This design comes from an exercise in tuning for small area, a short achievable clock period and few clock cycles per item on the open sky130 flow, not from production work.
Only simulation tests tie the RTL to the original design; equivalence was not proved.
No activity file was given, so power comes from the tool's default toggle rates.

===== flow/design.v =====
`timescale 1ns / 1ps
package css_pkg;
   localparam int TIME_W    = 17;
   localparam int DATE_W    = 21;
   localparam int TOL_W     = 17;
   localparam int HOLD_W    = 32;
   localparam int TMO_W     = 16;
   localparam int STAMP_W   = 32;
   localparam int CSR_AW    = 4;
   localparam int CSR_DW    = 32;
   localparam logic [TOL_W-1:0]  TOL_RESET  = TOL_W'(1);
   localparam logic [HOLD_W-1:0] HOLD_RESET = HOLD_W'(43200);
   localparam logic [TMO_W-1:0]  TMO_RESET  = TMO_W'(1);
   localparam int F_RADIO = 0;
   localparam int F_RTC   = 1;
   localparam int F_INT   = 2;
   localparam int F_FINAL = 3;
   typedef enum logic [1:0] {
      SRC_NONE  = 2'd0,
      SRC_RADIO = 2'd1,
      SRC_RTC   = 2'd2,
      SRC_INT   = 2'd3
   } src_type;
   typedef enum logic [1:0] {
      CSR_TOLERANCE = 2'd0,
      CSR_HOLDOVER  = 2'd1,
      CSR_TIMEOUT   = 2'd2
   } csr_index_type;
   typedef struct packed {
      logic [TOL_W-1:0]  sync_tolerance_s;
      logic [HOLD_W-1:0] radio_holdover_s;
      logic [TMO_W-1:0]  source_timeout_s;
   } cfg_type;
   typedef struct packed {
      logic              radio_new;
      logic [TIME_W-1:0] radio_time;
      logic [DATE_W-1:0] radio_date;
      logic              rtc_new;
      logic [TIME_W-1:0] rtc_time;
      logic [DATE_W-1:0] rtc_date;
      logic              internal_new;
      logic [TIME_W-1:0] internal_time;
      logic [DATE_W-1:0] internal_date;
      logic              second_tick;
      logic              rtc_write_done;
      logic              internal_write_ok;
   } req_item_type;
   typedef struct packed {
      logic [TIME_W-1:0] final_time;
      logic [DATE_W-1:0] final_date;
      logic              final_synced;
      src_type           final_source;
      logic              rtc_write_req;
      logic              internal_write_req;
      logic              radio_synced;
      logic              rtc_synced;
      logic              internal_synced;
   } rsp_item_type;
endpackage
`timescale 1ns / 1ps
import css_pkg::*;
module css_core (
   input  logic                  clock,
   input  logic                  reset,
   input  logic                  step,
   input  css_pkg::req_item_type item,
   input  css_pkg::cfg_type      cfg,
   output css_pkg::rsp_item_type result
);
   localparam int RADIO_AGE_W = 20;
   logic [RADIO_AGE_W-1:0] radio_age_ff;
   logic [16:0]        rtc_age_ff;
   logic [15:0]        int_age_ff;
   logic [15:0]        fin_age_ff;
   logic [3:0]         flags_ff, flags_in;
   logic [TIME_W-1:0]  rtc_time_ff, rtc_time_in;
   logic [DATE_W-1:0]  rtc_date_ff, rtc_date_in;
   logic [TIME_W-1:0]  int_time_ff, int_time_in;
   logic [DATE_W-1:0]  int_date_ff, int_date_in;
   logic [TIME_W-1:0]  ch_time_ff, ch_time_in;
   logic [DATE_W-1:0]  ch_date_ff, ch_date_in;
   logic [TIME_W-1:0]  mid_time;
   logic [DATE_W-1:0]  mid_date;
   logic [1:0]         ch_src_ff, ch_src_in, mid_src;
   logic               rtc_req_ff, int_req_ff;
   logic               fin_set, rtc_pick, int_pick;
   logic               rtc_req, int_req;
   logic               r1;
   logic               radio_exp, rtc_exp, int_exp, fin_exp;
   function automatic logic differs(input logic [TIME_W-1:0] at,
                                    input logic [DATE_W-1:0] ad,
                                    input logic [TIME_W-1:0] bt,
                                    input logic [DATE_W-1:0] bd,
                                    input logic [TOL_W-1:0]  tol);
      logic [TIME_W-1:0] mag;
      mag = (at >= bt) ? (at - bt) : (bt - at);
      differs = (mag > tol) || (ad != bd);
   endfunction
   assign radio_exp = (cfg.radio_holdover_s[HOLD_W-1:RADIO_AGE_W] == '0) &&
                      (radio_age_ff >= cfg.radio_holdover_s[RADIO_AGE_W-1:0]);
   assign rtc_exp   = rtc_age_ff[16] || (rtc_age_ff[15:0] >= cfg.source_timeout_s);
   assign int_exp   = int_age_ff >= cfg.source_timeout_s;
   assign fin_exp   = fin_age_ff >= cfg.source_timeout_s;
   assign rtc_time_in = item.rtc_new ? item.rtc_time : rtc_time_ff;
   assign rtc_date_in = item.rtc_new ? item.rtc_date : rtc_date_ff;
   assign int_time_in = item.internal_new ? item.internal_time : int_time_ff;
   assign int_date_in = item.internal_new ? item.internal_date : int_date_ff;
   assign r1       = flags_ff[F_RTC] || item.rtc_write_done;
   assign rtc_pick = !item.radio_new && item.rtc_new && r1;
   assign fin_set  = item.radio_new || rtc_pick;
   assign rtc_req  = item.radio_new &&
                     differs(item.radio_time, item.radio_date, rtc_time_in, rtc_date_in,
                             cfg.sync_tolerance_s);
   always_comb begin
      if (item.radio_new) begin
         mid_time = item.radio_time;
         mid_date = item.radio_date;
         mid_src  = SRC_RADIO;
      end else if (rtc_pick) begin
         mid_time = item.rtc_time;
         mid_date = item.rtc_date;
         mid_src  = SRC_RTC;
      end else begin
         mid_time = ch_time_ff;
         mid_date = ch_date_ff;
         mid_src  = ch_src_ff;
      end
   end
   assign int_req = item.internal_new && (flags_ff[F_FINAL] || fin_set) && mid_src != SRC_INT &&
                    differs(item.internal_time, item.internal_date, mid_time, mid_date,
                            cfg.sync_tolerance_s);
   always_comb begin
      flags_in = flags_ff;
      if (item.radio_new) begin
         flags_in[F_RADIO] = 1'b1;
         flags_in[F_RTC]   = r1 && !rtc_req;
      end else begin
         flags_in[F_RTC]   = r1 || (item.rtc_new && !flags_ff[F_RADIO]);
      end
      if (int_req) flags_in[F_INT] = item.internal_write_ok;
      if (fin_set) flags_in[F_FINAL] = 1'b1;
      int_pick = 1'b0;
      if (item.second_tick) begin
         if (!item.radio_new && radio_exp) flags_in[F_RADIO] = 1'b0;
         if (!item.rtc_new && rtc_exp) flags_in[F_RTC] = 1'b0;
         if (!item.internal_new && int_exp) flags_in[F_INT] = 1'b0;
         if (!fin_set && fin_exp) flags_in[F_FINAL] = 1'b0;
         if (!flags_in[F_FINAL]) begin
            int_pick = 1'b1;
            flags_in[F_FINAL] = flags_in[F_INT];
         end
      end
   end
   always_comb begin
      if (int_pick) begin
         ch_time_in = int_time_in;
         ch_date_in = int_date_in;
         ch_src_in  = SRC_INT;
      end else begin
         ch_time_in = mid_time;
         ch_date_in = mid_date;
         ch_src_in  = mid_src;
      end
   end
   always_ff @(posedge clock) begin
      if (reset) begin
         radio_age_ff <= '0;
         rtc_age_ff   <= '0;
         int_age_ff   <= '0;
         fin_age_ff   <= '0;
         flags_ff     <= '0;
         rtc_time_ff  <= '0;
         rtc_date_ff  <= '0;
         int_time_ff  <= '0;
         int_date_ff  <= '0;
         ch_time_ff   <= '0;
         ch_date_ff   <= '0;
         ch_src_ff    <= SRC_NONE;
         rtc_req_ff   <= 1'b0;
         int_req_ff   <= 1'b0;
      end else if (step) begin
         if (item.radio_new)        radio_age_ff <= '0;
         else if (item.second_tick) radio_age_ff <= radio_age_ff + 1'b1;
         if (item.rtc_new)          rtc_age_ff <= '0;
         else if (item.second_tick && !rtc_age_ff[16]) rtc_age_ff <= rtc_age_ff + 1'b1;
         if (item.internal_new)     int_age_ff <= '0;
         else if (item.second_tick) int_age_ff <= int_age_ff + 1'b1;
         if (fin_set || int_pick)   fin_age_ff <= '0;
         else if (item.second_tick) fin_age_ff <= fin_age_ff + 1'b1;
         flags_ff     <= flags_in;
         rtc_time_ff  <= rtc_time_in;
         rtc_date_ff  <= rtc_date_in;
         int_time_ff  <= int_time_in;
         int_date_ff  <= int_date_in;
         ch_time_ff   <= ch_time_in;
         ch_date_ff   <= ch_date_in;
         ch_src_ff    <= ch_src_in;
         rtc_req_ff   <= rtc_req;
         int_req_ff   <= int_req;
      end
   end
   assign result.final_time         = ch_time_ff;
   assign result.final_date         = ch_date_ff;
   assign result.final_synced       = flags_ff[F_FINAL];
   assign result.final_source       = css_pkg::src_type'(ch_src_ff);
   assign result.rtc_write_req      = rtc_req_ff;
   assign result.internal_write_req = int_req_ff;
   assign result.radio_synced       = flags_ff[F_RADIO];
   assign result.rtc_synced         = flags_ff[F_RTC];
   assign result.internal_synced    = flags_ff[F_INT];
endmodule
`timescale 1ns / 1ps
import css_pkg::*;
module clock_source_selector_unit (
   input  logic                        clock,
   input  logic                        reset,
   input  logic                        req_valid,
   output logic                        req_stall,
   input  logic                        req_radio_new,
   input  logic [css_pkg::TIME_W-1:0]  req_radio_time,
   input  logic [css_pkg::DATE_W-1:0]  req_radio_date,
   input  logic                        req_rtc_new,
   input  logic [css_pkg::TIME_W-1:0]  req_rtc_time,
   input  logic [css_pkg::DATE_W-1:0]  req_rtc_date,
   input  logic                        req_internal_new,
   input  logic [css_pkg::TIME_W-1:0]  req_internal_time,
   input  logic [css_pkg::DATE_W-1:0]  req_internal_date,
   input  logic                        req_second_tick,
   input  logic                        req_rtc_write_done,
   input  logic                        req_internal_write_ok,
   output logic                        rsp_valid,
   input  logic                        rsp_stall,
   output logic [css_pkg::TIME_W-1:0]  rsp_final_time,
   output logic [css_pkg::DATE_W-1:0]  rsp_final_date,
   output logic                        rsp_final_synced,
   output logic [1:0]                  rsp_final_source,
   output logic                        rsp_rtc_write_req,
   output logic                        rsp_internal_write_req,
   output logic                        rsp_radio_synced,
   output logic                        rsp_rtc_synced,
   output logic                        rsp_internal_synced,
   input  logic                        csr_psel,
   input  logic                        csr_penable,
   input  logic                        csr_pwrite,
   input  logic [css_pkg::CSR_AW-1:0]  csr_paddr,
   input  logic [css_pkg::CSR_DW-1:0]  csr_pwdata,
   output logic [css_pkg::CSR_DW-1:0]  csr_prdata,
   output logic                        csr_pready
);
   css_pkg::cfg_type cfg_ff;
   css_pkg::cfg_type cfg_in;
   css_pkg::req_item_type item;
   css_pkg::rsp_item_type core_result;
   logic         out_valid_ff;
   logic         req_take;
   logic         csr_write;
   assign csr_pready = 1'b1;
   assign csr_write  = csr_psel && csr_penable && csr_pwrite && csr_pready;
   always_comb begin
      cfg_in = cfg_ff;
      if (csr_write) begin
         case (csr_paddr[3:2])
            CSR_TOLERANCE: cfg_in.sync_tolerance_s = csr_pwdata[TOL_W-1:0];
            CSR_HOLDOVER:  cfg_in.radio_holdover_s = csr_pwdata[HOLD_W-1:0];
            CSR_TIMEOUT:   cfg_in.source_timeout_s = csr_pwdata[TMO_W-1:0];
            default:       cfg_in = cfg_ff;    
         endcase
      end
   end
   always_comb begin
      case (csr_paddr[3:2])
         CSR_TOLERANCE: csr_prdata = CSR_DW'(cfg_ff.sync_tolerance_s);
         CSR_HOLDOVER:  csr_prdata = CSR_DW'(cfg_ff.radio_holdover_s);
         CSR_TIMEOUT:   csr_prdata = CSR_DW'(cfg_ff.source_timeout_s);
         default:       csr_prdata = '0;
      endcase
   end
   always_ff @(posedge clock) begin
      if (reset) begin
         cfg_ff.sync_tolerance_s <= TOL_RESET;
         cfg_ff.radio_holdover_s <= HOLD_RESET;
         cfg_ff.source_timeout_s <= TMO_RESET;
      end else begin
         cfg_ff <= cfg_in;
      end
   end
   assign req_stall = out_valid_ff && rsp_stall;
   assign req_take  = req_valid && !req_stall;
   always_ff @(posedge clock) begin
      if (reset) out_valid_ff <= 1'b0;
      else       out_valid_ff <= req_take || req_stall;
   end
   assign item.radio_new         = req_radio_new;
   assign item.radio_time        = req_radio_time;
   assign item.radio_date        = req_radio_date;
   assign item.rtc_new           = req_rtc_new;
   assign item.rtc_time          = req_rtc_time;
   assign item.rtc_date          = req_rtc_date;
   assign item.internal_new      = req_internal_new;
   assign item.internal_time     = req_internal_time;
   assign item.internal_date     = req_internal_date;
   assign item.second_tick       = req_second_tick;
   assign item.rtc_write_done    = req_rtc_write_done;
   assign item.internal_write_ok = req_internal_write_ok;
   css_core u_core (
      .clock  (clock),
      .reset  (reset),
      .step   (req_take),
      .item   (item),
      .cfg    (cfg_ff),
      .result (core_result)
   );
   assign rsp_valid              = out_valid_ff;
   assign rsp_final_time         = core_result.final_time;
   assign rsp_final_date         = core_result.final_date;
   assign rsp_final_synced       = core_result.final_synced;
   assign rsp_final_source       = core_result.final_source;
   assign rsp_rtc_write_req      = core_result.rtc_write_req;
   assign rsp_internal_write_req = core_result.internal_write_req;
   assign rsp_radio_synced       = core_result.radio_synced;
   assign rsp_rtc_synced         = core_result.rtc_synced;
   assign rsp_internal_synced    = core_result.internal_synced;
endmodule

===== flow/run.sh =====
#!/bin/bash
# synth_recipe.tcl (not shown) runs the flow's synth.tcl, then flattens the netlist and writes it again
# the make line also repeats each setting of config.mk as NAME=value (left out here)
make -C /OpenROAD-flow-scripts/flow DESIGN_CONFIG=/design/flow/config.mk WORK_HOME=/design/flow/orfs CLKGATE_MAP_FILE= SYNTH_SCRIPT=/design/flow/synth_recipe.tcl finish

===== flow/config.mk =====
export PLATFORM = sky130hd
export DESIGN_NAME = clock_source_selector_unit
export DESIGN_NICKNAME = clock_source_selector_unit
export VERILOG_FILES = /design/flow/design.v
export SDC_FILE = /design/flow/constraint.sdc
export NUM_CORES = 4
export LEC_CHECK = 0
export CAP_MARGIN = 20
export CORE_MARGIN = 2
export CORE_UTILIZATION = 40
export SLEW_MARGIN = 20

===== flow/constraint.sdc =====
create_clock -name core_clock -period 9.0 [get_ports {clock}]
set_input_delay 1.8000 -clock core_clock [delete_from_list [all_inputs] [get_ports {clock}]]
set_output_delay 1.8000 -clock core_clock [all_outputs]
set_load 0.01 [all_outputs]

==> metrics.md, run 1 <==
| Metric | Value |
|---|---|
| Status | `complete, no violations` |
| DRC viols | `0` |
| Fillers | `4574` |
| Async set-reset flop share out of synthesis | `0%` |
| Fin area | `approximately 0.023 mm²` |
| Final Cycle Share | `84.7%` |
| WHS Endpoint | `u_core.int_date_ff[2]` |
| Via density | `5.55` |
| Post-synth EDFFs | `0` |
| Initial DRT Pass Iterations | `5` |
| Final core occ | `48.8%` |
| Reg2reg end | `u_core.flags_ff[3]` |
| CTS Sinks | `257` |
| Worst-Skew Late Latency | `560 ps` |
| Post-route ant nets | `0` |
| Worst Setup Start Kind | `primary input` |
| Initial Utilization | `40.2%` |
| CTS tree | `done` |
| I/O Buffers | `240` |
| WL/cell | `19.9 µm` |
| H-tree Lvls | `2` |
| Total of max-cap violations | `0` |
| Avg Cell Area, Syn | `7.76 µm²` |
| WHS | `450 ps` |
| Fmax | `0.131 GHz` |
| Layout cells sized above 1 | `5.03%` |
| Worst slew pin tran | `1100 ps` |
| Ranking of synthesized cells by area | `dfxtp_1 28%, ha_1 11%, nand2_1 7.5%` |
| Fin cells | `3196` |
| CTS Buf Count | `35` |
| R2r setup slk | `2720 ps` |
| Worst path required time | `9480 ps` |
| Syn_nets | `2736` |
| Hold bufs inserted after CTS | `0` |
| GPL Wtd Cong | `0.891` |
| Max-slew violation count | `0` |
| Startpoint of the worst hold path | `u_core.int_date_ff[2]` |
| Maximum VDD drop | `0.000115 V` |
| Inst Count DP | `3131` |
| Dpl hpwl | `46.9 mm` |
| Worst relative slew slack | `26.6%` |
| Vias in the first global route | `16816` |
| Commonest cells in the netlist | `371 x nand2_1, 257 x dfxtp_1, 232 x a21oi_1` |
| Grt total ovfl | `0` |
| Top_reg_cell synth | `dfxtp_1` |
| Critical path class | `in2reg` |
| Unrepaired setup endpoints after global routing | `no` |
| I/O pin cnt | `244` |
| Iteration-0 DRC Markers | `1248` |
| Register bit total from synthesis | `257` |
| Die W | `220 µm` |
| Top cell type's share of synthesized area | `27.6%` |
| Register area share after synthesis | `27.6%` |
| GRT Util Overall | `25.9%` |
| First-pass GRT wire length | `96.6 mm` |
| CTS resizes | `0` |
| Final Skew | `around 20 ps` |
| Worst R2R Start | `u_core.flags_ff[1]` |
| Ys Warns | `2` |
| Crit-path max FO | `17` |
| Post-layout min period | `roughly 7600 ps` |
| CP arrival | `8100 ps` |
| Leakage | `between 0.009 and 0.01 µW` |
| Area leader, netlist | `dfxtp_1` |
| Via count | `17725` |
| Pwr dens | `158 mW/mm²` |
| Final WL | `63.7 mm` |
| Die area | `0.0483 mm²` |
| Die height | `between 200 and 250 µm` |
| Clock buffer depth | `3` |
| Post-CTS setup buffers | `0` |
| CORE AREA | `0.0463 mm²` |
| DP Area | `about 0.021 mm²` |
| Hold Path Depth | `2` |
| Synth Cell Area | `0.0186 mm²` |
| Largest net degree at the start of global routing | `124` |
| Clk pin slew, worst setup/hold paths | `50 ps` |
| Reg2reg path depth | `22` |
| Area Growth Syn to Fin | `21.2%` |
| Critical Path Sink Type | `flip-flop` |
| Root buf cell | `clkbuf_16` |
| Final nets | `between 2000 and 3000` |
| Total negative slack | `0 ps` |
| Initial antenna violation count | `3` |
| Setup violators final | `0` |
| Distinct cells, synth | `76` |
| Hold WC Path Type | `reg2reg` |
| Hold Fails Final Rpt | `0` |
| Syn Inst Count | `around 2400` |
| # rows | `79` |
| Count leader, synth | `nand2_1` |
per-layer routing:
metal  track usage [%]  vias up  share of wire (%)
met5                 0        -              0.013
met4              8.28        2                2.8
met3              3.22      102                5.7
met2              43.4      528                 47
met1              34.4     8433                 45
li1                  -     8660                  -
placed cells by master, fill, tap and decap left out, types with 34 or more instances in the layout:
master	instances
nand2_1	371
dfxtp_1	257
clkdlybuf4s50_1	236
a21oi_1	232
ha_1	171
nor2_1	163
inv_1	153
mux2i_1	113
o21ai_0	96
xnor2_1	75
xor2_1	72
a21o_1	58
a211oi_1	56
nand4_1	42
nand3b_1	39
nand3_1	39
clkbuf_16	35
nor2b_1	34
cells by family after synthesis:
kind of cell | after synthesis | share of synthesized area, %
adder cells (fa/ha/maj) | 175 | 11.9
flip-flops | 257 | 27.6
XOR/XNOR | 147 | 6.92
other | 1 | 0.0201
AO/OA/AOI/OAI | 564 | 18.9
buffers and inverters | 289 | 6.11
AND/OR/NAND/NOR | 819 | 20.4
multiplexers | 146 | 8.09
worst max-delay path by stage:
stage | slack, ps | from | to
4_1_cts | 1380 | req_rtc_write_done | u_core.flags_ff[3]
3_5_place_dp | 820 | req_rtc_write_done | u_core.flags_ff[3]
3_3_place_gp | 920 | req_rtc_write_done | u_core.flags_ff[3]
5_1_grt | 830 | req_rtc_write_done | u_core.flags_ff[3]
6_report | 1380 | req_rtc_write_done | u_core.flags_ff[3]
2_1_floorplan | 2180 | req_rtc_write_done | u_core.flags_ff[3]
critical path, cell delays in order:
cell             delay [ps]
clkdlybuf4s50_1         550
o21a_2                  570
mux2i_1                 140
o21ai_0                 490
inv_1                   170
fa_1                    440
a21o_1                  170
a211oi_1                650
o21ai_0                 290
a221oi_1                380
o21ai_1                 110
a31oi_1                 200
xnor2_1                 190
ha_1                    290
a21o_1                  190
a21o_1                  170
a21oi_1                 190
nand2_1                  80
o31ai_1                 250
a31oi_1                 260
mux2i_1                 190
o211a_1                 220
nor3_1                  110
through the flow:
| stage | setup WS [ps] | total power (µW) |
|---|---|---|
| final | 1380 | 3570 |
| after detailed placement | 821 | 2200 |
| after global placement | 922 | 2180 |
| after global routing | 826 | 3750 |
| after floorplan | 2180 | 1860 |
| after CTS | 1380 | 3590 |
power by group:
part	switching [µW]	total [µW]	internal, µW
sequential	34.3	1210	1180
clock	568	1390	821
combinational	551	971	421
total	1150	3570	2420
state kept, by name (all words and copies together), names as in the netlist, named ones only:
register / flops
cfg_ff: 65
out_valid_ff: 1
u_core.ch_date_ff: 21
u_core.ch_src_ff: 2
u_core.ch_time_ff: 16
u_core.fin_age_ff: 16
u_core.flags_ff: 4
u_core.int_age_ff: 16
u_core.int_date_ff: 21
u_core.int_req_ff: 1
u_core.int_time_ff: 17
u_core.radio_age_ff: 20
u_core.rtc_age_ff: 17
u_core.rtc_date_ff: 21
u_core.rtc_req_ff: 1
u_core.rtc_time_ff: 17
area by class of cell:
type                            count  area [µm²]  share of cell area, %
Inverter                          153         574                   2.55
Sequential cell                   257        5140                   22.8
Multi-Input combinational cell   1852       12400                   54.8
Clock buffer                       51        1020                   4.50
Clock inverter                     12         136                  0.605
Antenna cell                        2        5.00                 0.0222
Tap cell                          607         759                   3.37
Timing Repair Buffer              262        2560                   11.3
Testbench counts, summed over its fixed seeds: cycles 12,008, items 12,000.
==> inputs of run 2 (changes only) <==
--- a/flow/design.v
+++ b/flow/design.v
@@ -87,20 +87,40 @@
    logic               rtc_req, int_req;
    logic               r1;
    logic               radio_exp, rtc_exp, int_exp, fin_exp;
+   function automatic logic carry_out(input logic [TIME_W-1:0] p,
+                                      input logic [TIME_W-1:0] q,
+                                      input logic              cin);
+      logic c;
+      c = cin;
+      for (int i = 0; i < TIME_W; i++) c = (p[i] & q[i]) | ((p[i] | q[i]) & c);
+      carry_out = c;
+   endfunction
    function automatic logic differs(input logic [TIME_W-1:0] at,
                                     input logic [DATE_W-1:0] ad,
                                     input logic [TIME_W-1:0] bt,
                                     input logic [DATE_W-1:0] bd,
                                     input logic [TOL_W-1:0]  tol);
-      logic [TIME_W-1:0] mag;
-      mag = (at >= bt) ? (at - bt) : (bt - at);
-      differs = (mag > tol) || (ad != bd);
+      logic [TIME_W-1:0] s, ca, cb;
+      logic a_gt, b_gt;
+      s  = ~(at ^ bt ^ tol);
+      ca = (bt & tol) | (bt & ~at) | (tol & ~at);
+      cb = (at & tol) | (at & ~bt) | (tol & ~bt);
+      a_gt = !(ca[TIME_W-1] | carry_out(s, {ca[TIME_W-2:0], 1'b1}, 1'b0));
+      b_gt = !(cb[TIME_W-1] | carry_out(s, {cb[TIME_W-2:0], 1'b1}, 1'b0));
+      differs = a_gt || b_gt || (ad != bd);
+   endfunction
+   function automatic logic at_least(input logic [TMO_W-1:0] a,
+                                     input logic [TMO_W-1:0] b);
+      logic c;
+      c = 1'b1;
+      for (int i = 0; i < TMO_W; i++) c = (a[i] & ~b[i]) | ((a[i] | ~b[i]) & c);
+      at_least = c;
    endfunction
    assign radio_exp = (cfg.radio_holdover_s[HOLD_W-1:RADIO_AGE_W] == '0) &&
                       (radio_age_ff >= cfg.radio_holdover_s[RADIO_AGE_W-1:0]);
-   assign rtc_exp   = rtc_age_ff[16] || (rtc_age_ff[15:0] >= cfg.source_timeout_s);
-   assign int_exp   = int_age_ff >= cfg.source_timeout_s;
-   assign fin_exp   = fin_age_ff >= cfg.source_timeout_s;
+   assign rtc_exp   = rtc_age_ff[16] || at_least(rtc_age_ff[15:0], cfg.source_timeout_s);
+   assign int_exp   = at_least(int_age_ff, cfg.source_timeout_s);
+   assign fin_exp   = at_least(fin_age_ff, cfg.source_timeout_s);
    assign rtc_time_in = item.rtc_new ? item.rtc_time : rtc_time_ff;
    assign rtc_date_in = item.rtc_new ? item.rtc_date : rtc_date_ff;
    assign int_time_in = item.internal_new ? item.internal_time : int_time_ff;
@@ -164,10 +184,7 @@
    end
    always_ff @(posedge clock) begin
       if (reset) begin
-         radio_age_ff <= '0;
          rtc_age_ff   <= '0;
-         int_age_ff   <= '0;
-         fin_age_ff   <= '0;
          flags_ff     <= '0;
          rtc_time_ff  <= '0;
          rtc_date_ff  <= '0;
@@ -176,17 +193,9 @@
          ch_time_ff   <= '0;
          ch_date_ff   <= '0;
          ch_src_ff    <= SRC_NONE;
-         rtc_req_ff   <= 1'b0;
-         int_req_ff   <= 1'b0;
       end else if (step) begin
-         if (item.radio_new)        radio_age_ff <= '0;
-         else if (item.second_tick) radio_age_ff <= radio_age_ff + 1'b1;
          if (item.rtc_new)          rtc_age_ff <= '0;
          else if (item.second_tick && !rtc_age_ff[16]) rtc_age_ff <= rtc_age_ff + 1'b1;
-         if (item.internal_new)     int_age_ff <= '0;
-         else if (item.second_tick) int_age_ff <= int_age_ff + 1'b1;
-         if (fin_set || int_pick)   fin_age_ff <= '0;
-         else if (item.second_tick) fin_age_ff <= fin_age_ff + 1'b1;
          flags_ff     <= flags_in;
          rtc_time_ff  <= rtc_time_in;
          rtc_date_ff  <= rtc_date_in;
@@ -195,6 +204,16 @@
          ch_time_ff   <= ch_time_in;
          ch_date_ff   <= ch_date_in;
          ch_src_ff    <= ch_src_in;
+      end
+   end
+   always_ff @(posedge clock) begin
+      if (step) begin
+         if (item.radio_new)        radio_age_ff <= '0;
+         else if (item.second_tick) radio_age_ff <= radio_age_ff + 1'b1;
+         if (item.internal_new)     int_age_ff <= '0;
+         else if (item.second_tick) int_age_ff <= int_age_ff + 1'b1;
+         if (fin_set || int_pick)   fin_age_ff <= '0;
+         else if (item.second_tick) fin_age_ff <= fin_age_ff + 1'b1;
          rtc_req_ff   <= rtc_req;
          int_req_ff   <= int_req;
       end
@@ -254,6 +273,7 @@
    logic         out_valid_ff;
    logic         req_take;
    logic         csr_write;
+   logic [1:0]   rd_sel_ff;
    assign csr_pready = 1'b1;
    assign csr_write  = csr_psel && csr_penable && csr_pwrite && csr_pready;
    always_comb begin
@@ -267,8 +287,9 @@
          endcase
       end
    end
+   always_ff @(posedge clock) rd_sel_ff <= csr_paddr[3:2];
    always_comb begin
-      case (csr_paddr[3:2])
+      case (rd_sel_ff)
          CSR_TOLERANCE: csr_prdata = CSR_DW'(cfg_ff.sync_tolerance_s);
          CSR_HOLDOVER:  csr_prdata = CSR_DW'(cfg_ff.radio_holdover_s);
          CSR_TIMEOUT:   csr_prdata = CSR_DW'(cfg_ff.source_timeout_s);
--- a/flow/config.mk
+++ b/flow/config.mk
@@ -8,4 +8,5 @@
 export CAP_MARGIN = 20
 export CORE_MARGIN = 2
 export CORE_UTILIZATION = 40
+export SETUP_SLACK_MARGIN = 4
 export SLEW_MARGIN = 20
==> metrics.md, run 2 <==
| Metric | Value |
|---|---|
| Final Skew | `12.4 ps (-7.70 ps)` |
| Maximum VDD drop | `0.000147 V (+28%)` |
| Commonest non-fill, non-tap cells in the layout | `333 x nand2_1, 235 x clkdlybuf4s50_1, 205 x dfxtp_1` |
| Area leader, netlist | `dfxtp_1` |
| Distinct cells, synth | `74 (-2.6%)` |
| Total of max-cap violations | `0 (unchanged)` |
| Ranking of synthesized cells by area | `dfxtp_1 24%, edfxtp_1 9.5%, mux2i_1 7.9%` |
| Inst Count DP | `2775 (-11%)` |
| Register bit total from synthesis | `259 (+0.78%)` |
| Setup violators final | `0 (unchanged)` |
| Die area | `0.0443 mm² (-8.3%)` |
| Die W | `210 µm (-4.2%)` |
| Die height | `210 µm (-4.2%)` |
| GPL Wtd Cong | `0.875 (-1.7%)` |
| Worst slew pin tran | `952 ps (-149 ps)` |
| Leakage | `0.00828 µW (-8.0%)` |
| Largest register FFs | `65 (unchanged)` |
| Status | `complete, no violations` |
| Post-route ant nets | `0 (unchanged)` |
| CTS tree | `done` |
| CORE AREA | `0.0420 mm² (-9.1%)` |
| Worst path required time | `9420 ps (-60 ps)` |
| DRC viols | `0 (unchanged)` |
| Root buf cell | `clkbuf_16` |
| CTS Buf Count | `34 (-2.9%)` |
| Count leader, synth | `nand2_1` |
| Worst Setup Start Kind | `primary input` |
| Commonest cells in the netlist | `336 x nand2_1, 205 x dfxtp_1, 196 x a21oi_1` |
| First-pass GRT wire length | `87.7 mm (-9.3%)` |
| I/O pin cnt | `244 (unchanged)` |
| Dpl hpwl | `41.4 mm (-12%)` |
| CTS Sinks | `259 (+0.78%)` |
| Avg Cell Area, Syn | `8.15 µm² (+5.0%)` |
| CP dominant cell by count | `a21oi_4` |
| Post-synth EDFFs | `54 (+54)` |
| Hold WC Path Type | `reg2reg` |
| Grt total ovfl | `0 (unchanged)` |
| Syn_nets | `2341 (-14%)` |
| Largest net degree at the start of global routing | `110 (-11%)` |
| Initial antenna violation count | `12 (+9)` |
| Top cell type's share of synthesized area | `24.1% (-3.6 points)` |
| Fmax | `0.202 GHz (+54%)` |
| DP Area | `0.0199 mm² (-7.2%)` |
| CP peak stage delay | `630 ps (-20 ps)` |
| Clk pin slew, worst setup/hold paths | `50 ps (about the same)` |
| CP arrival | `5370 ps (-2730 ps)` |
| Async set-reset flop share out of synthesis | `0% (unchanged)` |
| Fin area | `0.0215 mm² (-4.9%)` |
| Vias in the first global route | `15412 (-8.3%)` |
| Via density | `5.59 (+0.81%)` |
| Fin cells | `2864 (-10%)` |
| Initial DRT Pass Iterations | `5 (unchanged)` |
| Iteration-0 DRC Markers | `1312 (+5.1%)` |
| H-tree Lvls | `2 (unchanged)` |
| # rows | `75 (-5.1%)` |
| GRT Util Overall | `25.5% (-0.40 points)` |
| Pwr dens | `160 mW/mm² (+0.95%)` |
| Syn Inst Count | `2090 (-13%)` |
| Unrepaired setup endpoints after global routing | `no` |
| Hold bufs inserted after CTS | `0 (unchanged)` |
| Initial Utilization | `40.5% (+0.29 points)` |
| Cell Chain, Critical Path | `clkdlybuf4s50_1, nand2_1, a21oi_4, a21oi_4, fa_2, or2_4, o221a_4, a31oi_1, a21boi_2, a22o_1, nor4_2, nand4_1, o211ai_2, mux2i_1, o21ai_1` |
| Final nets | `2542 (-12%)` |
| Final Cycle Share | `54.9% (-30 points)` |
| Clock buffer depth | `3 (unchanged)` |
| Register area share after synthesis | `33.6% (+6.0 points)` |
| WL/cell | `20.1 µm (+1.0%)` |
| Commonest non-fill, non-tap cell in the layout | `nand2_1` |
| Fillers | `4019 (-12%)` |
| Ys Warns | `2 (unchanged)` |
| Hold Fails Final Rpt | `0 (unchanged)` |
| Via count | `16012 (-9.7%)` |
| Synth Cell Area | `0.0170 mm² (-8.5%)` |
| Crit-path slowest cell | `fa_2` |
| Total negative slack | `0 ps (unchanged)` |
| Critical Path Sink Type | `flip-flop` |
| Critical path class | `in2reg` |
| Top reg by flops | `cfg_ff` |
| Max-slew violation count | `0 (unchanged)` |
| Area Growth Syn to Fin | `25.9%` |
| Layout cells sized above 1 | `6.56% (+1.5 points)` |
| Final WL | `57.6 mm (-9.5%)` |
| I/O Buffers | `240 (unchanged)` |
| Worst-Skew Late Latency | `540 ps (-20 ps)` |
| Worst relative slew slack | `36.6% (+9.9 points)` |
| Post-layout min period | `4950 ps (-2670 ps)` |
| Top_reg_cell synth | `dfxtp_1` |
| Crit-path max FO | `4 (-13)` |
run 2: cell count changes in the layout (fill, tap and decap cells not counted), moves of 46 or more:
cell	delta
edfxtp_1	+54
fa_1	+53
a21oi_1	-46
ha_1	-147
a21o_1	-46
dfxtp_1	-52
run 2: routing by layer:
metal  GRT usage [%]  vias up  share of wire, %
li1                -     7660                 -
met2            40.8      502                47
met4            10.6        6               3.1
met1            34.1     7739                44
met5               0        -             0.080
met3            4.23      105               6.2
run 2: repair_timing:
action | in CTS | in global routing
gates resized for setup | 15 | 37
endpoints found under the setup margin | 5 | 4
setup buffers | 3 | 12
cloned | 0 | 3
pin swaps | 1 | 12
run 2: final timing paths:
check                                       startpoint                     end  slack [ps]  depth (start not counted)
worst max register to register      u_core.flags_ff[1]      u_core.flags_ff[3]        4790                         15
worst min register to register  u_core.rtc_date_ff[14]  u_core.rtc_date_ff[14]         450                          2
worst max-delay path                  req_rtc_time[12]      u_core.flags_ff[3]        4050                         15
worst min-delay path            u_core.rtc_date_ff[14]  u_core.rtc_date_ff[14]         450                          2
run 2: critical path, delay by kind of cell:
kind                     cells  cell delay, ps
multiplexers                 1             230
adder cells (fa/ha/maj)      1             630
buffers and inverters        1             500
AND/OR/NAND/NOR              4             810
AO/OA/AOI/OAI                8            1390
run 2: power by group:
group / internal [µW] / switching [µW] / total, µW
clock: 873 / 548 / 1420
combinational: 314 / 392 / 706
sequential: 1250 / 55.2 / 1310
run 2: logic make-up (layout without fill, tap and decap cells):
| kind of cell | count (synthesis) | after routing | share of synthesized area, % |
|---|---|---|---|
| and+or+nand+nor | 741 | 741 | 19.1 |
| muxes | 139 | 139 | 8.20 |
| DFF | 259 | 259 | 33.6 |
| buffers and inverters | 261 | 486 | 5.85 |
| other | 1 | 10 | 0.0220 |
| xor gates and xnor gates | 91 | 91 | 4.68 |
| AOI/OAI and AO/OA | 490 | 491 | 18.1 |
| adders and majority gates | 108 | 108 | 10.5 |
run 2: final cells by class:
cell class	instances	area (µm²)	area share (%)
Clock buffer	49	1050	4.90
Inverter	148	558	2.60
Multi-Input combinational cell	1571	10500	49.0
Sequential cell	259	5730	26.7
Clock inverter	12	119	0.554
Timing Repair Buffer	277	2790	13.0
Tap cell	539	674	3.14
Antenna cell	9	22.5	0.105
run 2: metrics by stage:
step | hold slack, ps | setup WS (ps) | utilization, % | power [µW]
4_1_cts | 453 | 4010 | 50.3 | 3430
5_1_grt | 476 | 3890 | 51.0 | 3580
3_5_place_dp | 446 | 2760 | 47.3 | 2000
2_1_floorplan | 434 | 4000 | - | 1730
3_3_place_gp | 441 | 2730 | 47.3 | 1980
6_report | 454 | 4050 | 51.0 | 3430
Testbench counts of run 2, summed over its fixed seeds: cycles 12,008, items 12,000.
==> inputs of run 3 (changes only) <==
--- a/flow/config.mk
+++ b/flow/config.mk
@@ -8,5 +8,5 @@
 export CAP_MARGIN = 20
 export CORE_MARGIN = 2
 export CORE_UTILIZATION = 40
-export SETUP_SLACK_MARGIN = 4
+export SETUP_SLACK_MARGIN = 5
 export SLEW_MARGIN = 20
==> metrics.md, run 3 <==
| Metric | Value |
|---|---|
| Status | `complete, no violations` |
| Post-synth EDFFs | `54 (unchanged)` |
| Area Growth Syn to Fin | `28.0%` |
| CTS tree | `done` |
| Setup violators final | `0 (unchanged)` |
| I/O pin cnt | `244 (unchanged)` |
| Top cell type's share of synthesized area | `24.1% (unchanged)` |
| H-tree Lvls | `1 (-1)` |
| Clock buffer depth | `3 (unchanged)` |
| Synth Cell Area | `0.0170 mm² (unchanged)` |
| Final nets | `2575 (+1.3%)` |
| Hold bufs inserted after CTS | `0 (unchanged)` |
| Layout cells sized above 1 | `9.80% (+3.2 points)` |
| Distinct cells, synth | `74 (unchanged)` |
| Max-slew violation count | `0 (unchanged)` |
| Pre-CTS setup slack | `2740 ps (-22.1 ps)` |
| Power Total | `3240 µW (-5.6%)` |
| CP arrival | `4970 ps (-400 ps)` |
| Grt total ovfl | `0 (unchanged)` |
| DRC viols | `0 (unchanged)` |
| Post-route ant nets | `0 (unchanged)` |
| Worst relative slew slack | `26.2% (-10 points)` |
| Worst slew pin tran | `1100 ps (+151 ps)` |
| Gate power share | `23.5% (+2.9 points)` |
| Worst-Skew Late Latency | `580 ps (+40 ps)` |
| Pwr dens | `149 mW/mm² (-7.1%)` |
| Critical Path Sink Type | `flip-flop` |
| CTS Buf Count | `31 (-8.8%)` |
| Initial antenna violation count | `8 (-4)` |
| Unrepaired setup endpoints after global routing | `yes` |
| Iteration-0 DRC Markers | `1374 (+4.7%)` |
| Count leader, synth | `nand2_1` |
| CORE AREA | `0.0420 mm² (unchanged)` |
| Async set-reset flop share out of synthesis | `0% (unchanged)` |
| WL/cell | `20.0 µm (-0.52%)` |
| Largest net degree at the start of global routing | `85 (-23%)` |
| Commonest non-fill, non-tap cell in the layout | `nand2_1` |
| Hold WC Path Type | `reg2reg` |
| Commonest cells in the netlist | `336 x nand2_1, 205 x dfxtp_1, 196 x a21oi_1` |
| Final core occ | `51.9% (+0.85 points)` |
| Worst Setup Start Kind | `primary input` |
| GRT Util Overall | `25.4% (-0.081 points)` |
| Crit-path max FO | `8 (+4)` |
| Dpl hpwl | `41.1 mm (-0.75%)` |
| I/O Buffers | `240 (unchanged)` |
| Post-layout min period | `4500 ps (-447 ps)` |
| Internal Power | `2250 µW (-7.5%)` |
| Vias in the first global route | `15361 (-0.33%)` |
| Final WL | `57.9 mm (+0.49%)` |
| Clock share of power | `36.2% (-5.2 points)` |
| Ranking of synthesized cells by area | `dfxtp_1 24%, edfxtp_1 9.5%, mux2i_1 7.9%` |
| Maximum VDD drop | `0.000143 V (-3.0%)` |
| Fmax | `0.222 GHz (+9.9%)` |
| Commonest non-fill, non-tap cells in the layout | `329 x nand2_1, 201 x dfxtp_1, 197 x clkdlybuf4s50_1` |
| Via count | `16273 (+1.6%)` |
| Register bit total from synthesis | `259 (unchanged)` |
| Power share of the sequential group | `40.3% (+2.3 points)` |
| Hold Fails Final Rpt | `0 (unchanged)` |
| Initial Utilization | `40.5% (unchanged)` |
| Sw frac | `30.4% (+1.5 points)` |
| CTS Sinks | `259 (unchanged)` |
| Largest register FFs | `65 (unchanged)` |
| Fillers | `4005 (-0.35%)` |
| Root buf cell | `clkbuf_16` |
| Area leader, netlist | `dfxtp_1` |
| Setup slack after layout | `4500 ps (+447 ps)` |
| Via density | `5.62 (+0.61%)` |
| Final Skew | `8.00 ps (-4.40 ps)` |
| Initial DRT Pass Iterations | `9 (+4)` |
| Syn Inst Count | `2090 (unchanged)` |
| Critical path class | `in2reg` |
| # rows | `75 (unchanged)` |
| Die W | `210 µm (unchanged)` |
| Leakage | `0.00853 µW (+2.9%)` |
| Avg Cell Area, Syn | `8.15 µm² (unchanged)` |
| Ys Warns | `2 (unchanged)` |
| Die area | `0.0443 mm² (unchanged)` |
| Die height | `210 µm (unchanged)` |
| Syn_nets | `2341 (unchanged)` |
| GPL Wtd Cong | `0.914 (+4.5%)` |
| Top reg by flops | `cfg_ff` |
| Clk pin slew, worst setup/hold paths | `60 ps (about the same)` |
| Final Cycle Share | `50.0% (-5.0 points)` |
| Worst path required time | `9470 ps (+50 ps)` |
| Total of max-cap violations | `0 (unchanged)` |
| First-pass GRT wire length | `88.4 mm (+0.90%)` |
| Switching power | `987 µW (-0.77%)` |
| Top_reg_cell synth | `dfxtp_1` |
| Total negative slack | `0 ps (unchanged)` |
| Register area share after synthesis | `33.6% (unchanged)` |
## run 3: cell types whose count changed in the layout (fill, tap and decap cells not counted), moves of 9 or more
cell / previous run / this run
clkbuf_1: 5 / 16
a21oi_2: 7 / 21
clkdlybuf4s50_1: 235 / 197
buf_4: 30 / 58
o21ai_0: 66 / 57
dlygate4sd2_1: 0 / 32
a21oi_1: 186 / 174
mux2i_1: 133 / 123
## run 3: worst max-delay path: stages
cell and delay [ps]:
buf_16 120, o21a_4 160, buf_12 120, buf_4 130, nand2_1 70, a21oi_2 160
a21oi_2 80, fa_2 690, o31ai_1 110, nand2_1 70, o211ai_1 130, a22o_4 320
nor4_4 180, nand4_1 210, o211ai_4 320, mux2i_1 220, o21ai_1 70
## run 3: area by class of cell
cell class	instances	area (µm²)	share of cell area, %
multi-input cells	1570	10800	49.4
flip-flops and latches	259	5730	26.3
repair buffers	314	3150	14.4
clock buffers	49	875	4.01
well taps	539	674	3.09
inverters	148	561	2.57
clock inverters	6	33.8	0.155
diodes	8	20.0	0.0918
## run 3: path summary, 6_finish.rpt
kind                                from                endpoint  slack (ps)  depth (start not counted)
setup / recovery             req_rtc_new      u_core.flags_ff[3]        4500                         17
hold / removal    u_core.rtc_date_ff[16]  u_core.rtc_date_ff[16]         450                          2
setup reg to reg      u_core.flags_ff[1]      u_core.flags_ff[3]        5230                         16
hold reg to reg   u_core.rtc_date_ff[16]  u_core.rtc_date_ff[16]         450                          2
## run 3: power groups by stage
stage / Sequential (µW) / Clock, µW / Combinational (µW)
finish: 1310 / 1170 / 761
global placement: 1330 / 0 / 657
detailed placement: 1330 / 0 / 669
CTS: 1310 / 1190 / 732
global route: 1310 / 1240 / 825
floorplan: 1320 / 0 / 421
## run 3: what timing repair did
action	4_1_cts	5_1_grt
gates cloned	3	0
resized for setup	133	47
setup buffers	42	13
pin swaps	34	30
endpoints found under the setup margin	132	77
## run 3: cell families (layout without fill, tap and decap cells)
logic type	count (synthesis)	in the layout	share of synthesized area [%]
compound gates	490	490	18.1
xor+xnor	91	91	4.68
fa+ha+maj	108	108	10.5
buf+inv	261	517	5.85
flops	259	259	33.6
mux	139	139	8.20
other cells	1	9	0.0220
simple gates	741	741	19.1
## run 3: routing by layer
layer	vias to the layer above	global-route usage, %	routed length (µm)	share of wire [%]
li1	7718	-	-	-
met1	7890	35.4	26100	45
met2	570	40.5	26300	45
met3	95	2.98	3490	6.0
met4	0	9.23	2090	3.6
met5	-	0	0	0
## run 3: through the flow
stage	hold slack (ps)	cells	cell area, µm²
6_report	454	2893	21800
5_1_grt	476	2892	21800
4_1_cts	454	2872	21500
3_5_place_dp	446	2772	19900
3_3_place_gp	442	2772	19900
2_1_floorplan	434	2090	17200
==> inputs of run 4 (changes only) <==
--- a/flow/config.mk
+++ b/flow/config.mk
@@ -8,5 +8,4 @@
 export CAP_MARGIN = 20
 export CORE_MARGIN = 2
 export CORE_UTILIZATION = 40
-export SETUP_SLACK_MARGIN = 5
 export SLEW_MARGIN = 20
==> metrics.md, run 4 <==
| Metric | Value |
|---|---|
| Hold Fails Final Rpt | `0 (unchanged)` |
| Fillers | `4024 (+0.47%)` |
| CTS tree | `done` |
| Critical path class | `in2reg` |
| Area Growth Syn to Fin | `22.9%` |
| I/O pin cnt | `244 (unchanged)` |
| Largest register FFs | `65 (unchanged)` |
| CTS resizes | `0 (-100%)` |
| Total negative slack | `0 ps (unchanged)` |
| Commonest cells in the netlist | `336 x nand2_1, 205 x dfxtp_1, 196 x a21oi_1` |
| Register Area | `0.00573 mm² (-0.13%)` |
| Via density | `5.53 (-1.7%)` |
| Fmax | `0.175 GHz (-21%)` |
| Syn_nets | `2341 (unchanged)` |
| Top reg by flops | `cfg_ff` |
| # rows | `75 (unchanged)` |
| Dpl hpwl | `40.0 mm (-2.5%)` |
| WL/cell | `19.5 µm (-2.6%)` |
| Unrepaired setup endpoints after global routing | `no` |
| Die height | `210 µm (unchanged)` |
| Commonest non-fill, non-tap cell in the layout | `nand2_1` |
| Setup violators final | `0 (unchanged)` |
| Synth Cell Area | `0.0170 mm² (unchanged)` |
| Distinct cells, synth | `74 (unchanged)` |
| Initial Utilization | `40.5% (unchanged)` |
| Top cell type's share of synthesized area | `24.1% (unchanged)` |
| Register area share after synthesis | `33.6% (unchanged)` |
| Reg2reg path depth | `15 (-1)` |
| Count leader, synth | `nand2_1` |
| Grt total ovfl | `0 (unchanged)` |
| Commonest non-fill, non-tap cells in the layout | `335 x nand2_1, 236 x clkdlybuf4s50_1, 205 x dfxtp_1` |
| Post-CTS setup buffers | `0 (-100%)` |
| Worst relative slew slack | `24.1% (-2.1 points)` |
| Crit path max-delay family | `compound AO/OA/AOI/OAI gates` |
| Sw frac | `29.7% (-0.74 points)` |
| Crit-path slowest cell | `fa_1` |
| Ys Warns | `2 (unchanged)` |
| DRC viols | `0 (unchanged)` |
| Register bit total from synthesis | `259 (unchanged)` |
| CORE AREA | `0.0420 mm² (unchanged)` |
| Syn Inst Count | `2090 (unchanged)` |
| Hold bufs inserted after CTS | `0 (unchanged)` |
| Pwr dens | `158 mW/mm² (+6.2%)` |
| Critical Path Sink Type | `flip-flop` |
| Final Cycle Share | `63.3% (+13 points)` |
| Worst Setup Start Kind | `primary input` |
| CP arrival | `6160 ps (+1190 ps)` |
| Die area | `0.0443 mm² (unchanged)` |
| Final WL | `55.4 mm (-4.4%)` |
| Final Skew | `16.8 ps (+8.80 ps)` |
| Adder-cell area share of the yosys netlist | `10.5% (unchanged)` |
| Worst Setup SP | `req_rtc_write_done` |
| Reg2reg end | `u_core.flags_ff[2]` |
| Initial antenna violation count | `5 (-3)` |
| Largest family of logic cells by synthesized area | `simple AND/OR/NAND/NOR gates` |
| Leakage | `0.00807 µW (-5.4%)` |
| Switching power | `981 µW (-0.55%)` |
| Clk pin slew, worst setup/hold paths | `60 ps (about the same)` |
| Power Total | `3300 µW (+1.9%)` |
| Vias in the first global route | `15228 (-0.87%)` |
| Buf/Inv on CP | `2 (-1)` |
| Maximum VDD drop | `0.000126 V (-12%)` |
| Multi-input gate area | `0.0104 mm² (-3.8%)` |
| Worst slew pin tran | `1140 ps (+36.4 ps)` |
| Power share of the sequential group | `39.4% (-0.9 points)` |
| Synth Area in XOR/XNOR | `4.68% (unchanged)` |
| Initial DRT Pass Iterations | `5 (-4)` |
| Avg Cell Area, Syn | `8.15 µm² (unchanged)` |
| Internal Power | `2320 µW (+3.0%)` |
| Ranking of synthesized cells by area | `dfxtp_1 24%, edfxtp_1 9.5%, mux2i_1 7.9%` |
| Clock buffer depth | `3 (unchanged)` |
| GPL Wtd Cong | `0.886 (-3.1%)` |
| Fin area | `0.0209 mm² (-4.0%)` |
| Post-layout min period | `5700 ps (+1200 ps)` |
| H-tree Lvls | `2 (+1)` |
| CTS Buf Count | `34 (+9.7%)` |
| Hold WC Path Type | `reg2reg` |
| CP peak stage delay | `570 ps (-120 ps)` |
| Gate power share | `20.4% (-3.1 points)` |
| DP Area | `0.0198 mm² (-0.19%)` |
| Post-route ant nets | `0 (unchanged)` |
| Final nets | `2521 (-2.1%)` |
| Root buf cell | `clkbuf_16` |
| Iteration-0 DRC Markers | `1171 (-15%)` |
| Crit-path max FO | `25 (+17)` |
| Largest net degree at the start of global routing | `92 (+8.2%)` |
| Post-synthesis mux area share | `8.20% (unchanged)` |
| CTS Sinks | `259 (unchanged)` |
| Max-slew violation count | `0 (unchanged)` |
| I/O Buffers | `240 (unchanged)` |
| Async set-reset flop share out of synthesis | `0% (unchanged)` |
| First-pass GRT wire length | `85.8 mm (-2.9%)` |
| Critical Path Stages | `16 (-1)` |
| Synth Area in Simple Gates | `19.1% (unchanged)` |
| Total of max-cap violations | `0 (unchanged)` |
| Post-synthesis compound-gate area fraction | `18.1% (unchanged)` |
| Worst R2R Start | `u_core.flags_ff[1]` |
| Post-synth EDFFs | `54 (unchanged)` |
| GRT Util Overall | `24.8% (-0.56 points)` |
| Worst-Skew Late Latency | `550 ps (-30 ps)` |
| Via count | `15711 (-3.5%)` |
| Cell Chain, Critical Path | `clkdlybuf4s50_1, o21ai_4, buf_4, nand2_1, a21oi_1, a21oi_1, fa_1, o31ai_1, nand2_1, maj3_1, maj3_1, o22a_1, nand4_1, o211ai_2, a2bb2oi_1, o21ai_0` |
| Top_reg_cell synth | `dfxtp_1` |
| R2r setup slk | `4680 ps (-550 ps)` |
| Layout cells sized above 1 | `4.49% (-5.3 points)` |
| Clock share of power | `40.2% (+4.0 points)` |
| Status | `complete, no violations` |
| Area leader, netlist | `dfxtp_1` |
| CP endpoint | `u_core.flags_ff[2]` |
| Die W | `210 µm (unchanged)` |
| Worst path required time | `9460 ps (about the same)` |
-- run 4: cell count changes in the layout (fill, tap and decap cells not counted), moves of 9 or more --
cell / delta
clkdlybuf4s50_1: +39
mux2i_1: +11
fa_2: -11
buf_4: -40
fa_1: +11
a21oi_1: +21
o21ai_0: +9
dlygate4sd2_1: -32
a21oi_2: -21
-- run 4: worst min-delay path by stage --
| stage | from | to | cells after the start |
|---|---|---|---|
| 2_1_floorplan | u_core.int_time_ff[1] | u_core.int_time_ff[1] | 2 |
| 3_3_place_gp | u_core.rtc_date_ff[8] | u_core.rtc_date_ff[8] | 2 |
| 3_5_place_dp | u_core.rtc_date_ff[0] | u_core.rtc_date_ff[0] | 2 |
| 4_1_cts | u_core.rtc_date_ff[0] | u_core.rtc_date_ff[0] | 2 |
| 5_1_grt | u_core.rtc_date_ff[13] | u_core.rtc_date_ff[13] | 2 |
| 6_report | u_core.rtc_date_ff[0] | u_core.rtc_date_ff[0] | 2 |
-- run 4: layer usage --
metal / vias up / global-route usage (%) / wire [µm]
met2: 503 / 41.0 / 26000
li1: 7612 / - / -
met4: 0 / 9.28 / 1560
met5: - / 0 / 0
met1: 7518 / 32.8 / 24500
met3: 78 / 3.86 / 3380
-- run 4: layout make-up --
type | count | area share, %
Clock buffer | 50 | 4.79
Clock inverter | 12 | 0.382
Timing Repair Buffer | 257 | 12.0
Inverter | 148 | 2.66
Multi-Input combinational cell | 1570 | 49.5
Antenna cell | 6 | 0.0717
Sequential cell | 259 | 27.3
Tap cell | 539 | 3.22
-- run 4: worst register-to-register path, cell delays in order (launching register included) --
cell and delay [ps]:
dfxtp_1 400, o21ai_4 520, buf_4 450, nand2_1 100
a21oi_1 150, a21oi_1 100, fa_1 570, o31ai_1 270
nand2_1 90, maj3_1 360, maj3_1 350, o22a_1 220
nand4_1 140, o211ai_2 150, a2bb2oi_1 210, o21ai_0 160
-- run 4: cell families after synthesis --
group	count (synthesis)
and+or+nand+nor	741
DFF	259
AOI/OAI and AO/OA	490
adders and majority gates	108
other	1
xor gates and xnor gates	91
buffers and inverters	261
muxes	139
-- run 4: through the flow --
step	util, %	cells	hold slack [ps]	worst slack [ps]
after floorplan	-	2090	434	2900
after global placement	47.2	2773	441	2780
after detailed placement	47.2	2773	446	2780
after CTS	49.7	2835	454	3340
after global routing	49.8	2839	470	3020
final	49.8	2841	454	3300
-- run 4: power groups by stage --
stage / combinational [µW] / sequential (µW) / clock, µW
finish: 674 / 1300 / 1330
global route: 739 / 1310 / 1400
CTS: 669 / 1300 / 1350
detailed placement: 665 / 1330 / 0
global placement: 654 / 1320 / 0
floorplan: 409 / 1320 / 0
==> inputs of run 5 (changes only) <==
==> flow/flow/run.sh (new file) <==
#!/bin/bash
# The standard layout, with plain buffers on the ports instead of the delay
# buffers buffer_ports picks by default. Each tool's output goes to its own log.
set -euo pipefail
export BUFFER_PORTS_ARGS="-buffer_cell sky130_fd_sc_hd__buf_1"
bash standard.sh > standard.log 2>&1
==> flow/standard.sh (new file) <==
#!/bin/bash
# synth_recipe.tcl (not shown) runs the flow's synth.tcl, then flattens the netlist and writes it again
# the make line also repeats each setting of config.mk as NAME=value (left out here)
make -C /OpenROAD-flow-scripts/flow DESIGN_CONFIG=/design/flow/config.mk WORK_HOME=/design/flow/orfs CLKGATE_MAP_FILE= SYNTH_SCRIPT=/design/flow/synth_recipe.tcl "${@:-finish}"
removed: flow/run.sh
==> metrics.md, run 5 <==
| Metric | Value |
|---|---|
| Top cell type's share of synthesized area | `24.1% (unchanged)` |
| Post-CTS setup buffers | `0 (unchanged)` |
| WHS | `453 ps (-1.01 ps)` |
| CTS tree | `done` |
| Hold bufs inserted after CTS | `0 (unchanged)` |
| Final nets | `2519 (-0.079%)` |
| Die height | `210 µm (unchanged)` |
| Distinct cells, synth | `74 (unchanged)` |
| Root buf cell | `clkbuf_16` |
| Worst path required time | `9500 ps (+40 ps)` |
| Cell Chain, Critical Path | `buf_2, o21ai_4, buf_4, nand2_1, a21oi_1, a21oi_1, fa_1, nor2b_1, maj3_1, a221oi_1, o31ai_1, a21oi_1, o21bai_1, nand4_1, o211ai_2, a2bb2oi_1, o21ai_0` |
| Ranking of synthesized cells by area | `dfxtp_1 24%, edfxtp_1 9.5%, mux2i_1 7.9%` |
| Worst relative slew slack | `28.7% (+4.7 points)` |
| Async set-reset flop share out of synthesis | `0% (unchanged)` |
| Pre-CTS setup slack | `2740 ps (-42.5 ps)` |
| CP arrival | `6270 ps (+110 ps)` |
| Crit-path slowest cell | `buf_2` |
| WL/cell | `19.4 µm (-0.71%)` |
| Count leader, synth | `nand2_1` |
| Largest register FFs | `65 (unchanged)` |
| H-tree Lvls | `1 (-1)` |
| Leakage | `0.00740 µW (-8.3%)` |
| Max-slew violation count | `0 (unchanged)` |
| Final Cycle Share | `64.1% (+0.80 points)` |
| Setup violators final | `0 (unchanged)` |
| Critical Path Sink Type | `flip-flop` |
| GRT Util Overall | `24.2% (-0.65 points)` |
| Total of max-cap violations | `0 (unchanged)` |
| Post-synth EDFFs | `54 (unchanged)` |
| Die W | `210 µm (unchanged)` |
| Worst slew pin tran | `1070 ps (-70.1 ps)` |
| Initial antenna violation count | `8 (+3)` |
| Commonest non-fill, non-tap cells in the layout | `335 x nand2_1, 236 x buf_1, 205 x dfxtp_1` |
| # rows | `75 (unchanged)` |
| GPL Wtd Cong | `0.874 (-1.3%)` |
| Die area | `0.0443 mm² (unchanged)` |
| Via density | `5.56 (+0.53%)` |
| Crit path max-delay family | `compound AO/OA/AOI/OAI gates` |
| Pwr dens | `162 mW/mm² (+2.6%)` |
| Via count | `15755 (+0.28%)` |
| Syn Inst Count | `2090 (unchanged)` |
| Initial Utilization | `40.5% (unchanged)` |
| Fillers | `4223 (+4.9%)` |
| Clk pin slew, worst setup/hold paths | `60 ps (about the same)` |
| Final Skew | `16.7 ps (-0.0742 ps)` |
| Maximum VDD drop | `0.000153 V (+22%)` |
| Total negative slack | `0 ps (unchanged)` |
| Hold Fails Final Rpt | `0 (unchanged)` |
| Register bit total from synthesis | `259 (unchanged)` |
| Post-route ant nets | `0 (unchanged)` |
| Ys Warns | `2 (unchanged)` |
| Fmax | `0.173 GHz (-1.2%)` |
| Buf/Inv on CP | `2 (unchanged)` |
| I/O pin cnt | `244 (unchanged)` |
| Status | `complete, no violations` |
| Area Growth Syn to Fin | `13.5%` |
| Area leader, netlist | `dfxtp_1` |
| Commonest non-fill, non-tap cell in the layout | `nand2_1` |
| Top_reg_cell synth | `dfxtp_1` |
| CP dominant cell by count | `a21oi_1` |
| Initial DRT Pass Iterations | `8 (+3)` |
| Power Total | `3130 µW (-5.2%)` |
| Grt total ovfl | `0 (unchanged)` |
| Commonest cells in the netlist | `336 x nand2_1, 205 x dfxtp_1, 196 x a21oi_1` |
| Worst Setup Start Kind | `primary input` |
| Layout cells sized above 1 | `4.19% (-0.30 points)` |
| Synth Cell Area | `0.0170 mm² (unchanged)` |
| Setup slack after layout | `3230 ps (-71.8 ps)` |
| Dpl hpwl | `39.3 mm (-1.8%)` |
| CORE AREA | `0.0420 mm² (unchanged)` |
| Avg Cell Area, Syn | `8.15 µm² (unchanged)` |
| Largest net degree at the start of global routing | `84 (-8.7%)` |
| Post-layout min period | `5770 ps (+71.8 ps)` |
| Critical path class | `in2reg` |
| CTS Buf Count | `31 (-8.8%)` |
| Crit-path max FO | `27 (+8.0%)` |
| Top reg by flops | `cfg_ff` |
| Unrepaired setup endpoints after global routing | `no` |
| DRC viols | `0 (unchanged)` |
| Vias in the first global route | `15119 (-0.72%)` |
| Final WL | `54.9 mm (-0.95%)` |
| Iteration-0 DRC Markers | `1131 (-3.4%)` |
| Worst-Skew Late Latency | `590 ps (+40 ps)` |
| Syn_nets | `2341 (unchanged)` |
| First-pass GRT wire length | `84.8 mm (-1.2%)` |
| CTS Sinks | `259 (unchanged)` |
| Hold WC Path Type | `reg2reg` |
| I/O Buffers | `240 (unchanged)` |
| Register area share after synthesis | `33.6% (unchanged)` |
| Clock buffer depth | `3 (unchanged)` |
| CP peak stage delay | `650 ps (+80 ps)` |
| CTS resizes | `0 (unchanged)` |
[run 5: path summary, 6_finish.rpt]
kind	start	to	slack (ps)	depth (start not counted)
worst max-delay path	req_rtc_new	u_core.flags_ff[2]	3230	17
worst min-delay path	u_core.rtc_date_ff[0]	u_core.rtc_date_ff[0]	450	2
worst max register to register	u_core.flags_ff[1]	u_core.flags_ff[2]	4560	16
worst min register to register	u_core.rtc_date_ff[0]	u_core.rtc_date_ff[0]	450	2
[run 5: where the power goes]
part	switching, µW	internal (µW)	total [µW]	leakage, µW
combinational	380	227	607	0.00472
sequential	51.7	1250	1300	0.00221
clock	522	701	1220	0.000473
[run 5: final cells by class]
class	instances	area (µm²)	area share (%)
Multi-Input combinational cell	1570	10400	53.6
Sequential cell	259	5730	29.6
Timing Repair Buffer	258	1050	5.41
Clock buffer	46	882	4.56
Tap cell	539	674	3.49
Inverter	148	558	2.88
Clock inverter	11	82.6	0.427
Antenna cell	3	7.51	0.0388
[run 5: stage by stage]
| step | utilization (%) | area (µm²) | instances |
|---|---|---|---|
| finish | 46.0 | 19300 | 2834 |
| global placement | 43.7 | 18400 | 2774 |
| floorplan | - | 17000 | 2090 |
| detailed placement | 43.7 | 18400 | 2774 |
| CTS | 46.0 | 19300 | 2831 |
| global route | 46.0 | 19300 | 2833 |
[run 5: layer usage]
metal / GRT usage, % / up-vias / wire length, µm
li1: - / 7600 / -
met2: 40.6 / 443 / 25700
met3: 3.90 / 80 / 3070
met1: 32.4 / 7622 / 24700
met4: 6.39 / 10 / 1250
met5: 0 / - / 63
[run 5: kinds of logic (layout without fill, tap and decap cells)]
| logic type | Yosys count | after routing | share of synthesized area [%] |
|---|---|---|---|
| xor gates and xnor gates | 91 | 91 | 4.68 |
| AOI/OAI and AO/OA | 490 | 490 | 18.1 |
| DFF | 259 | 259 | 33.6 |
| and+or+nand+nor | 741 | 741 | 19.1 |
| muxes | 139 | 139 | 8.20 |
| adders and majority gates | 108 | 108 | 10.5 |
| other | 1 | 4 | 0.0220 |
| buffers and inverters | 261 | 463 | 5.85 |
[run 5: tightest hold or removal path, cell delays in order (launching register included)]
cell and delay [ps]:
dfxtp_1 310, nand2_1 50, a21oi_1 50

-- static timing again, ports no longer ideal --
The results above use ideal ports. As a check the final layouts listed here were re-extracted and re-timed, cells and wires unchanged. Step 1 assumes that a clkbuf_16 drives the clock port and a buf_2 every other input. Step 2 also shifts input and output timing later by t, the mid clock arrival at the registers, as if the neighbouring blocks saw the same clock. Three values: ideal, step 1, step 2; two values: the first two.
run | shift t [ns] | slack for setup (ns) | latest minus earliest clock arrival (ns)
run 1 | 0.609 | 1.381 / 1.374 / 0.765 | 0.020 / 0.020
run 2 | 0.593 | 4.055 / 4.071 / 3.477 | 0.013 / 0.013
run 3 | 0.635 | 4.502 / 4.473 / 3.837 | 0.012 / 0.013
run 4 | 0.595 | 3.300 / 3.276 / 2.680 | 0.017 / 0.017
run 5 | 0.633 | 3.228 / 3.240 / 2.607 | 0.017 / 0.017
After both steps every run listed still meets setup and hold. The setup slack of run 3, which loses most, moves by -0.029 ns with the drivers and by -0.665 ns with both steps.
